Source: an optimization exercise on an open RTL-to-GDS flow (aim: small area, a short achievable clock period and few clock cycles per item). Production flows keep margins and buffers that such runs may drop.
Only the layout flow was run in this run; the RTL was not checked for function there.
Power and IR drop assume default switching activity.

==> flow/design.v <==
`default_nettype none
module preemptive_priority_scheduler(
   input  wire              clock,
   input  wire              reset,
   input  wire              start,
   output logic             busy,
   input  wire [32:0]       req_data,
   output logic             rsp_valid,
   output logic [105:0]     rsp_data
);
   localparam int N = 16;
   logic        bv_ff;
   logic [32:0] req_ff;
   logic [N-1:0] nb_ff;             
   wire         op      = req_ff[32];
   wire [7:0]   r_id    = req_ff[31:24];
   wire [7:0]   r_pri   = req_ff[23:16];
   wire [15:0]  r_burst = req_ff[15:0];
   logic [N-1:0] valid_ff;
   logic [N-1:0] one_ff;            
   logic [3:0]   rank_ff  [0:N-1];
   logic [7:0]   id_ff    [0:N-1];
   logic [7:0]   pri_ff   [0:N-1];
   logic [31:0]  arr_ff   [0:N-1];
   logic [15:0]  rem_ff   [0:N-1];
   logic [15:0]  bur_ff   [0:N-1];
   logic [31:0]  now_ff;
   logic         dirty_ff;          
   logic [4:0]   scan_ff;           
   logic [N-1:0] abeat_ff;          
   logic [N-1:0] win;
   logic [N-1:0] below_free;        
   logic [N-1:0] free1h;
   always_comb begin
      for (int j = 0; j < N; j++) begin
         win[j] = valid_ff[j] && (rank_ff[j] == 4'd0);
      end
      below_free[0] = 1'b0;
      for (int j = 1; j < N; j++) begin
         below_free[j] = below_free[j-1] | ~valid_ff[j-1];
      end
      free1h = ~valid_ff & ~below_free;
   end
   wire full   = &valid_ff;
   wire zero_b = (r_burst == 16'd0);
   assign busy = bv_ff & ~op & dirty_ff & (scan_ff != 5'd17);
   wire commit  = bv_ff & ~busy;
   wire do_adm  = commit & ~op & ~zero_b & ~full;
   wire do_tick = commit & op;
   logic [N-1:0] rsel;
   logic [15:0]  rem_w;
   logic [7:0]   id_r;
   logic [31:0]  arr_r;
   logic [15:0]  bur_r;
   always_comb begin
      rsel = win;
      if (busy) begin
         rsel = '0;
         rsel[scan_ff[3:0]] = ~scan_ff[4];
      end
      rem_w = '0;
      id_r  = '0;
      arr_r = '0;
      bur_r = '0;
      for (int j = 0; j < N; j++) begin
         rem_w = rem_w | (rem_ff[j] & {16{win[j]}});
         id_r  = id_r  | (id_ff[j]  & {8{rsel[j]}});
         arr_r = arr_r | (arr_ff[j] & {32{rsel[j]}});
         bur_r = bur_r | (bur_ff[j] & {16{rsel[j]}});
      end
   end
   wire fin = do_tick & |(win & one_ff);
   logic [N-1:0] lose;
   assign lose = valid_ff & ~nb_ff;
   logic [1:0] pc2 [0:7];
   logic [2:0] pc4 [0:3];
   logic [3:0] pc8 [0:1];
   logic [3:0] new_rank;
   always_comb begin
      for (int i = 0; i < 8; i++) pc2[i] = {1'b0, lose[2*i]} + {1'b0, lose[2*i+1]};
      for (int i = 0; i < 4; i++) pc4[i] = {1'b0, pc2[2*i]} + {1'b0, pc2[2*i+1]};
      for (int i = 0; i < 2; i++) pc8[i] = {1'b0, pc4[2*i]} + {1'b0, pc4[2*i+1]};
      new_rank = pc8[0] + pc8[1];
   end
   wire [15:0] rem_dec = rem_w - 16'd1;
   wire [15:0] wd_rem  = op ? rem_dec : r_burst;
   wire        wd_one  = op ? (rem_w == 16'd2) : (r_burst == 16'd1);
   logic [31:0] r1_arr;
   wire [3:0] scan_k = scan_ff[3:0] - 4'd1;
   wire       scan_abeat = (now_ff < r1_arr) ||
                           ((now_ff == r1_arr) && below_free[scan_k]);
   wire       scan_cmp = busy && (scan_ff != 5'd0) && (scan_ff <= 5'd16);
   always_ff @(posedge clock) begin
      for (int j = 0; j < N; j++) begin
         if (do_adm && free1h[j]) begin
            id_ff[j]  <= r_id;
            pri_ff[j] <= r_pri;
            arr_ff[j] <= now_ff;
            bur_ff[j] <= r_burst;
         end
         if ((do_adm && free1h[j]) || (do_tick && win[j])) begin
            rem_ff[j] <= wd_rem;
            one_ff[j] <= wd_one;
         end
         if (do_adm) begin
            rank_ff[j] <= free1h[j] ? new_rank : rank_ff[j] + {3'd0, nb_ff[j]};
         end else if (fin) begin
            rank_ff[j] <= rank_ff[j] - 4'd1;
         end
         if (scan_cmp && scan_k == 4'(j)) begin
            abeat_ff[j] <= scan_abeat;
         end
      end
   end
   always_ff @(posedge clock) begin
      if (reset) begin
         valid_ff <= '0;
         now_ff   <= '0;
         dirty_ff <= 1'b0;
         scan_ff  <= '0;
      end else begin
         if (do_adm) begin
            valid_ff <= valid_ff | free1h;
         end else if (fin) begin
            valid_ff <= valid_ff & ~win;
         end
         if (do_tick) begin
            now_ff <= now_ff + 32'd1;
         end
         if (do_tick && (&now_ff) && |valid_ff) begin
            dirty_ff <= 1'b1;
         end else if (~|valid_ff && !do_adm) begin
            dirty_ff <= 1'b0;
         end
         if (busy) begin
            scan_ff <= scan_ff + 5'd1;
         end else if (commit) begin
            scan_ff <= '0;
         end
      end
   end
   wire [7:0] c_pri = busy ? r_pri : req_data[23:16];
   always_ff @(posedge clock) begin
      if (reset) begin
         bv_ff <= 1'b0;
      end else if (!busy) begin
         bv_ff <= start;
      end
      if (!busy) begin
         req_ff <= req_data;
      end
      for (int j = 0; j < N; j++) begin
         nb_ff[j] <= {c_pri, ~(dirty_ff & abeat_ff[j] & ~(do_adm & free1h[j]))}
                   < {((do_adm && free1h[j]) ? r_pri : pri_ff[j]), 1'b1};
      end
   end
   logic        r1_v, r2_v;
   logic [1:0]  r1_kind;
   logic [7:0]  r1_id;
   logic [15:0] r1_bur;
   logic [105:0] r2_data;
   wire adm_rsp = commit & ~op & (zero_b | full);
   always_ff @(posedge clock) begin
      if (reset) begin
         r1_v <= 1'b0;
         r2_v <= 1'b0;
      end else begin
         r1_v <= adm_rsp | fin;
         r2_v <= r1_v;
      end
      r1_kind <= op ? 2'd0 : (zero_b ? 2'd2 : 2'd1);
      r1_id   <= op ? id_r : r_id;
      r1_arr  <= arr_r;
      r1_bur  <= bur_r;
      if (r1_kind == 2'd0) begin
         r2_data <= {r1_kind, r1_id, now_ff, now_ff - r1_arr,
                     now_ff - r1_arr - {16'd0, r1_bur}};
      end else begin
         r2_data <= {r1_kind, r1_id, 96'd0};
      end
   end
   assign rsp_valid = r2_v;
   assign rsp_data  = r2_data;
endmodule
`default_nettype wire
==> flow/run.sh <==
#!/bin/bash
# synth_recipe.tcl (not shown) runs the flow's synth.tcl, then flattens the netlist and writes it again
# the make line also repeats each setting of config.mk as NAME=value (left out here)
make -C /OpenROAD-flow-scripts/flow DESIGN_CONFIG=/design/flow/config.mk WORK_HOME=/design/flow/orfs CLKGATE_MAP_FILE= SYNTH_SCRIPT=/design/flow/synth_recipe.tcl finish
==> flow/config.mk <==
export PLATFORM = sky130hd
export DESIGN_NAME = preemptive_priority_scheduler
export DESIGN_NICKNAME = preemptive_priority_scheduler
export VERILOG_FILES = /design/flow/design.v
export SDC_FILE = /design/flow/constraint.sdc
export NUM_CORES = 4
export LEC_CHECK = 0
export CAP_MARGIN = 20
export CORE_MARGIN = 2
export CORE_UTILIZATION = 40
export SLEW_MARGIN = 20
==> flow/constraint.sdc <==
create_clock -name core_clock -period 6.0 [get_ports {clock}]
set_input_delay 1.2000 -clock core_clock [delete_from_list [all_inputs] [get_ports {clock}]]
set_output_delay 1.2000 -clock core_clock [all_outputs]
set_load 0.01 [all_outputs]
==> run notes <==
==> cell type report <==
type	instances	area share, %
sequential	1646	58.9
multi-input combinational	2661	25.6
clock buffer	236	6.14
tap	2204	3.55
timing repair buffer	299	3.52
inverter	257	1.25
clock inverter	79	1.06
antenna	1	0.00322
==> cells in the final DEF (no fill, tap or decap), drive strengths merged, types with 157 or more instances in the layout <==
| master | netlist | layout |
|---|---|---|
| clkbuf | 199 | 236 |
| edfxtp | 1281 | 1281 |
| ha | 254 | 254 |
| buf | 51 | 157 |
| nor2 | 240 | 240 |
| a21oi | 174 | 174 |
| dfxtp | 365 | 365 |
| a22oi | 242 | 242 |
| inv | 256 | 255 |
| nand2 | 227 | 227 |
==> cell families after synthesis <==
logic type                 after synthesis
AOI/OAI and AO/OA                     1066
xor gates and xnor gates               109
adders and majority gates              266
buffers and inverters                  507
DFF                                   1646
muxes                                  153
and+or+nand+nor                       1067
==> layer usage <==
metal  GRT usage (%)  share of wire (%)
met1            31.5                 43
met2            36.5                 47
met3            3.22                8.0
met4            6.62                2.6
met5               0             0.0067
==> worst max path at each step <==
stage                                    to                      start
floorplan           arr_ff[15][0]$_DFFE_PP_   valid_ff[1]$_SDFFE_PP0P_
global placement    rank_ff[3][1]$_DFFE_PP_  valid_ff[15]$_SDFFE_PP0P_
detailed placement   r2_data[31]$_SDFF_PP0_     now_ff[3]$_SDFFE_PP0P_
CTS                  r2_data[31]$_SDFF_PP0_     now_ff[3]$_SDFFE_PP0P_
global route         r2_data[31]$_SDFF_PP0_     now_ff[3]$_SDFFE_PP0P_
finish               r2_data[31]$_SDFF_PP0_     now_ff[3]$_SDFFE_PP0P_
==> critical path: cells and delay by family, from the launching register on <==
kind / cells / cell delay (ns)
AO/OA/AOI/OAI: 6 / 1.69
XOR/XNOR: 1 / 0.25
adder cells (fa/ha/maj): 2 / 0.67
buffers and inverters: 1 / 0.25
flip-flops: 1 / 0.31
multiplexers: 1 / 0.34
AND/OR/NAND/NOR: 5 / 1.54
==> flip-flops by register name, summed over array words and instances, names as in the netlist, 32 cells and up <==
| register | count |
|---|---|
| arr_ff | 512 |
| bur_ff | 256 |
| id_ff | 128 |
| now_ff | 32 |
| pri_ff | 128 |
| r1_arr | 32 |
| r2_data | 106 |
| rank_ff | 64 |
| rem_ff | 256 |
| req_ff | 33 |
==> metrics by stage <==
stage,power (W),setup WS [ns],setup TNS (ns),hold slack [ns],util (%)
floorplan,0.0132,-0.188,-21.14,0.310,-
global placement,0.0136,1.12,0,0.318,43.2
detailed placement,0.0136,0.986,0,0.314,43.2
CTS,0.0241,0.956,0,0.333,46.6
global route,0.0246,0.576,0,0.337,46.6
finish,0.0240,0.846,0,0.328,46.6
==> where the power goes <==
| group | internal [W] | total [W] | leakage [nW] | switching (W) |
|---|---|---|---|---|
| Sequential | 0.0124 | 0.0125 | 14.6 | 0.000117 |
| Combinational | 0.000370 | 0.000916 | 10.5 | 0.000547 |
| Clock | 0.00600 | 0.0106 | 2.73 | 0.00455 |
| Total | 0.0187 | 0.0240 | 27.9 | 0.00522 |
==> flow_summary.html <==
<table>
<tr><th>Metric</th><th>Value</th></tr>
<tr><th colspan="2">GRT</th></tr>
<tr><td>Via count of the first global-routing pass</td><td>41,400</td></tr>
<tr><td>Initial antenna violation count</td><td>4</td></tr>
<tr><td>Total congestion overflow after global routing</td><td>0</td></tr>
<tr><td>Overall Global Routing Usage</td><td>between 20% and 30%</td></tr>
<tr><td>First-pass GRT wire length</td><td>roughly 280,000 um</td></tr>
<tr><td>Pin count of the biggest net entering global routing</td><td>72</td></tr>
<tr><th colspan="2">STA</th></tr>
<tr><td>Final critical-path required period</td><td>5.15 ns</td></tr>
<tr><td>Final Slew Violations</td><td>0</td></tr>
<tr><td>Worst Clk Skew</td><td>about 0.046 ns</td></tr>
<tr><td>Setup repair after global routing missed its margin</td><td>false</td></tr>
<tr><td>Number of hold violations in the final report</td><td>0</td></tr>
<tr><td>Tightest slew margin relative to the limit</td><td>a little under a quarter</td></tr>
<tr><td>Final worst-path cycle share</td><td>85.9%</td></tr>
<tr><td>Final-report setup violation count</td><td>0</td></tr>
<tr><td>Highest clock rate</td><td>approximately 0.19 GHz</td></tr>
<tr><td>Transition time at the pin with the least slew margin</td><td>roughly 1.1 ns</td></tr>
<tr><th colspan="2">Finish</th></tr>
<tr><td>Area grow syn2layout</td><td>16.0%</td></tr>
<tr><td># fillers</td><td>between 10,000 and 15,000</td></tr>
<tr><td>Cell area after layout</td><td>about 80,000 um2</td></tr>
<tr><td>Post-route insts no fill</td><td>between 7,000 and 8,000</td></tr>
<tr><td>Sequential cell area</td><td>45,800 um2</td></tr>
<tr><td>Fraction of final layout cells sized beyond drive strength 1</td><td>about a tenth</td></tr>
<tr><td>Layout Nets</td><td>about 5,300</td></tr>
<tr><td>Multi-input logic area</td><td>19,900 um2</td></tr>
<tr><th colspan="2">Place</th></tr>
<tr><td>Cell Area, Placed</td><td>72,200 um2</td></tr>
<tr><td>Global placer's final weighted congestion</td><td>a little over 0.9</td></tr>
<tr><td>Placed Cells incl. Taps</td><td>7,067</td></tr>
<tr><td>Port-buffer cells</td><td>roughly 140</td></tr>
<tr><td>Post-DP HPWL</td><td>between 100,000 and 150,000 um</td></tr>
<tr><th colspan="2">Hold path</th></tr>
<tr><td>Worst min-delay path endpoint</td><td>r2_data[97]$_DFF_P_</td></tr>
<tr><td>Startpoint of the most critical hold path</td><td>r1_id[1]$_DFF_P_</td></tr>
<tr><td>Worst Hold Class</td><td>register to register</td></tr>
<tr><td>Number of cells on the worst hold path</td><td>0</td></tr>
<tr><th colspan="2">Clock tree</th></tr>
<tr><td>CTS clock-pin slew for the worst setup and hold paths</td><td>about 0.060 ns</td></tr>
<tr><td>Clock Tree Buf Depth</td><td>3</td></tr>
<tr><td>Clock tree from TritonCTS</td><td>built</td></tr>
<tr><td>Number of resized instances in the post-cts repair step</td><td>0</td></tr>
<tr><td>Number of clock sinks</td><td>about 1,600</td></tr>
<tr><td>Root Driver</td><td>sky130_fd_sc_hd__clkbuf_16</td></tr>
<tr><td>TritonCTS Buffers</td><td>between 150 and 200</td></tr>
<tr><td>Clock network latency to the later pin of the worst-skew pair</td><td>approximately 0.83 ns</td></tr>
<tr><td>H-tree depth</td><td>4</td></tr>
<tr><td>Setup bufs post-CTS</td><td>0</td></tr>
<tr><td>Hold buffer count at cts</td><td>0</td></tr>
<tr><th colspan="2">Yosys</th></tr>
<tr><td>Most instantiated cells after synthesis</td><td>sky130_fd_sc_hd__edfxtp_1 (1,281), sky130_fd_sc_hd__dfxtp_1 (365), sky130_fd_sc_hd__inv_1 (256), sky130_fd_sc_hd__ha_1 (254), sky130_fd_sc_hd__a22oi_1 (242)</td></tr>
<tr><td>Synthesized-area fraction occupied by ao, oa, aoi and oai cells</td><td>a little under an eighth</td></tr>
<tr><td>Number of flip-flops and latches in the synthesized netlist</td><td>1,646</td></tr>
<tr><td>Warnings from Yosys</td><td>10</td></tr>
<tr><td>Sequential fraction of the synthesis area</td><td>68.3%</td></tr>
<tr><td>Portion of synthesized cell area occupied by the leading cell type</td><td>between 50% and 60%</td></tr>
<tr><td>Mux share of post-synthesis cell area</td><td>roughly 2.3%</td></tr>
<tr><td>Synthesized net count</td><td>around 5,100</td></tr>
<tr><td>Post-Syn Instances</td><td>around 4,800</td></tr>
<tr><td>Most common cell in the synthesized netlist</td><td>sky130_fd_sc_hd__edfxtp_1</td></tr>
<tr><td>Adder-cell area share of the yosys netlist</td><td>5.10%</td></tr>
<tr><td>Post-Synth XOR/XNOR Area</td><td>between 1 and 1.5%</td></tr>
<tr><td>Main area contributors after synthesis</td><td>sky130_fd_sc_hd__edfxtp_1 (57%), sky130_fd_sc_hd__dfxtp_1 (11%), sky130_fd_sc_hd__ha_1 (4.7%)</td></tr>
<tr><td>Number of enable-type register cells in the synthesized netlist</td><td>1,281</td></tr>
<tr><td>Biggest area consumer among synthesized cells</td><td>sky130_fd_sc_hd__edfxtp_1</td></tr>
<tr><td>Mean instance size in the synthesized netlist</td><td>between 10 and 15 um2</td></tr>
<tr><td>Dominant combinational cell family by area after synthesis</td><td>compound AO/OA/AOI/OAI gates</td></tr>
<tr><td>Async SR Flop Fraction</td><td>0%</td></tr>
<tr><td>Leading register cell type out of synthesis</td><td>sky130_fd_sc_hd__edfxtp_1</td></tr>
<tr><td>Total standard cell area after synthesis</td><td>67,000 um2</td></tr>
<tr><td>Number of unique standard cell types used by synthesis</td><td>a little under 90</td></tr>
<tr><td>Simple-gate share of the synthesized area</td><td>just over 8%</td></tr>
<tr><th colspan="2">Floorplan</th></tr>
<tr><td>CORE AREA</td><td>about 170,000 um2</td></tr>
<tr><td>Count of pins on the block boundary</td><td>around 140</td></tr>
<tr><td>Full die area</td><td>between 150,000 and 200,000 um2</td></tr>
<tr><td>Vertical die dimension</td><td>between 400 and 500 um</td></tr>
<tr><td>Effective utilization at floorplan</td><td>between 40% and 50%</td></tr>
<tr><td>Row Count</td><td>150</td></tr>
<tr><td>Die W</td><td>413 um</td></tr>
<tr><th colspan="2">Routing</th></tr>
<tr><td>DRC violations left</td><td>0</td></tr>
<tr><td>First-pass DRT Iterations</td><td>8</td></tr>
<tr><td>Total number of vias</td><td>between 40,000 and 50,000</td></tr>
<tr><td>Iter 0 DRT Violations</td><td>between 4,000 and 5,000</td></tr>
<tr><td>Average wire per cell in the routed design</td><td>roughly 26 um</td></tr>
<tr><td>Number of antenna-violating nets in the routed design</td><td>0</td></tr>
<tr><td>Vias per Instance</td><td>5.80</td></tr>
<tr><td>Routed wire length</td><td>between 150,000 and 200,000 um</td></tr>
<tr><th colspan="2">Worst setup path</th></tr>
<tr><td>Sequence of cells on the critical path</td><td>buf_4 -&gt; ha_1 -&gt; a21o_1 -&gt; a21oi_1 -&gt; nand2_1 -&gt; xor2_1 -&gt; ha_1 -&gt; o21a_1 -&gt; a21oi_1 -&gt; a211oi_1 -&gt; or3_1 -&gt; a311oi_1 -&gt; nand3_1 -&gt; nand4bb_1 -&gt; nor4_2 -&gt; mux2_1</td></tr>
<tr><td>Sort of element at the start of the critical path</td><td>register</td></tr>
<tr><td>R2R setup slack</td><td>approximately 0.85 ns</td></tr>
<tr><td>Kind of critical path</td><td>register to register</td></tr>
<tr><td>Cell count of the worst reg-to-reg path</td><td>16</td></tr>
<tr><td>Critical path capture point type</td><td>register</td></tr>
<tr><td>Data required, critical path</td><td>around 6.7 ns</td></tr>
<tr><td>Arrival time reported for the critical path endpoint</td><td>5.87 ns</td></tr>
<tr><td>Worst flop-to-flop path endpoint</td><td>r2_data[31]$_SDFF_PP0_</td></tr>
<tr><td>CP max stage cell</td><td>sky130_fd_sc_hd__a311oi_1</td></tr>
<tr><td>Maximum cell stage delay along the critical path</td><td>between 0.6 and 0.7 ns</td></tr>
<tr><td>Launch instance of the worst register-to-register path</td><td>now_ff[3]$_SDFFE_PP0P_</td></tr>
<tr><td>Biggest fanout along the worst timing path</td><td>22</td></tr>
<tr><th colspan="2">Run</th></tr>
<tr><td>Max-cap violations</td><td>0</td></tr>
<tr><th colspan="2">Power</th></tr>
<tr><td>Power per unit of standard cell area</td><td>308 nW/um2</td></tr>
<tr><td>Pleak</td><td>about 28 nW</td></tr>
<tr><td>Peak supply drop</td><td>between 200 and 300 uV</td></tr>
<tr><th colspan="2">Outcome</th></tr>
<tr><td>Result of the run</td><td>finished clean</td></tr>
</table>

==> what the ideal ports hide <==
The flow's constraints put no driver on any port. The routed layout listed below was extracted and timed again, unchanged, in two steps. Step 1 assumes that a clkbuf_16 drives the clock port and a buf_2 every other input. Step 2 times the ports against the registers' clock, not the clock port: input delays grow and output delays shrink by t, the midpoint of the rising clock arrivals with the driver on. Three values: ideal ports, drivers, drivers and shift; two values: the first two.
t (ns): 0.897
setup slack, ns: 0.846 / 0.846 / 0.846
pins driven straight from the clock port: 1
After both steps setup and hold are still met in this run. For this run, drivers alone change the setup slack by 0.000 ns; drivers and shift together by 0.000 ns.
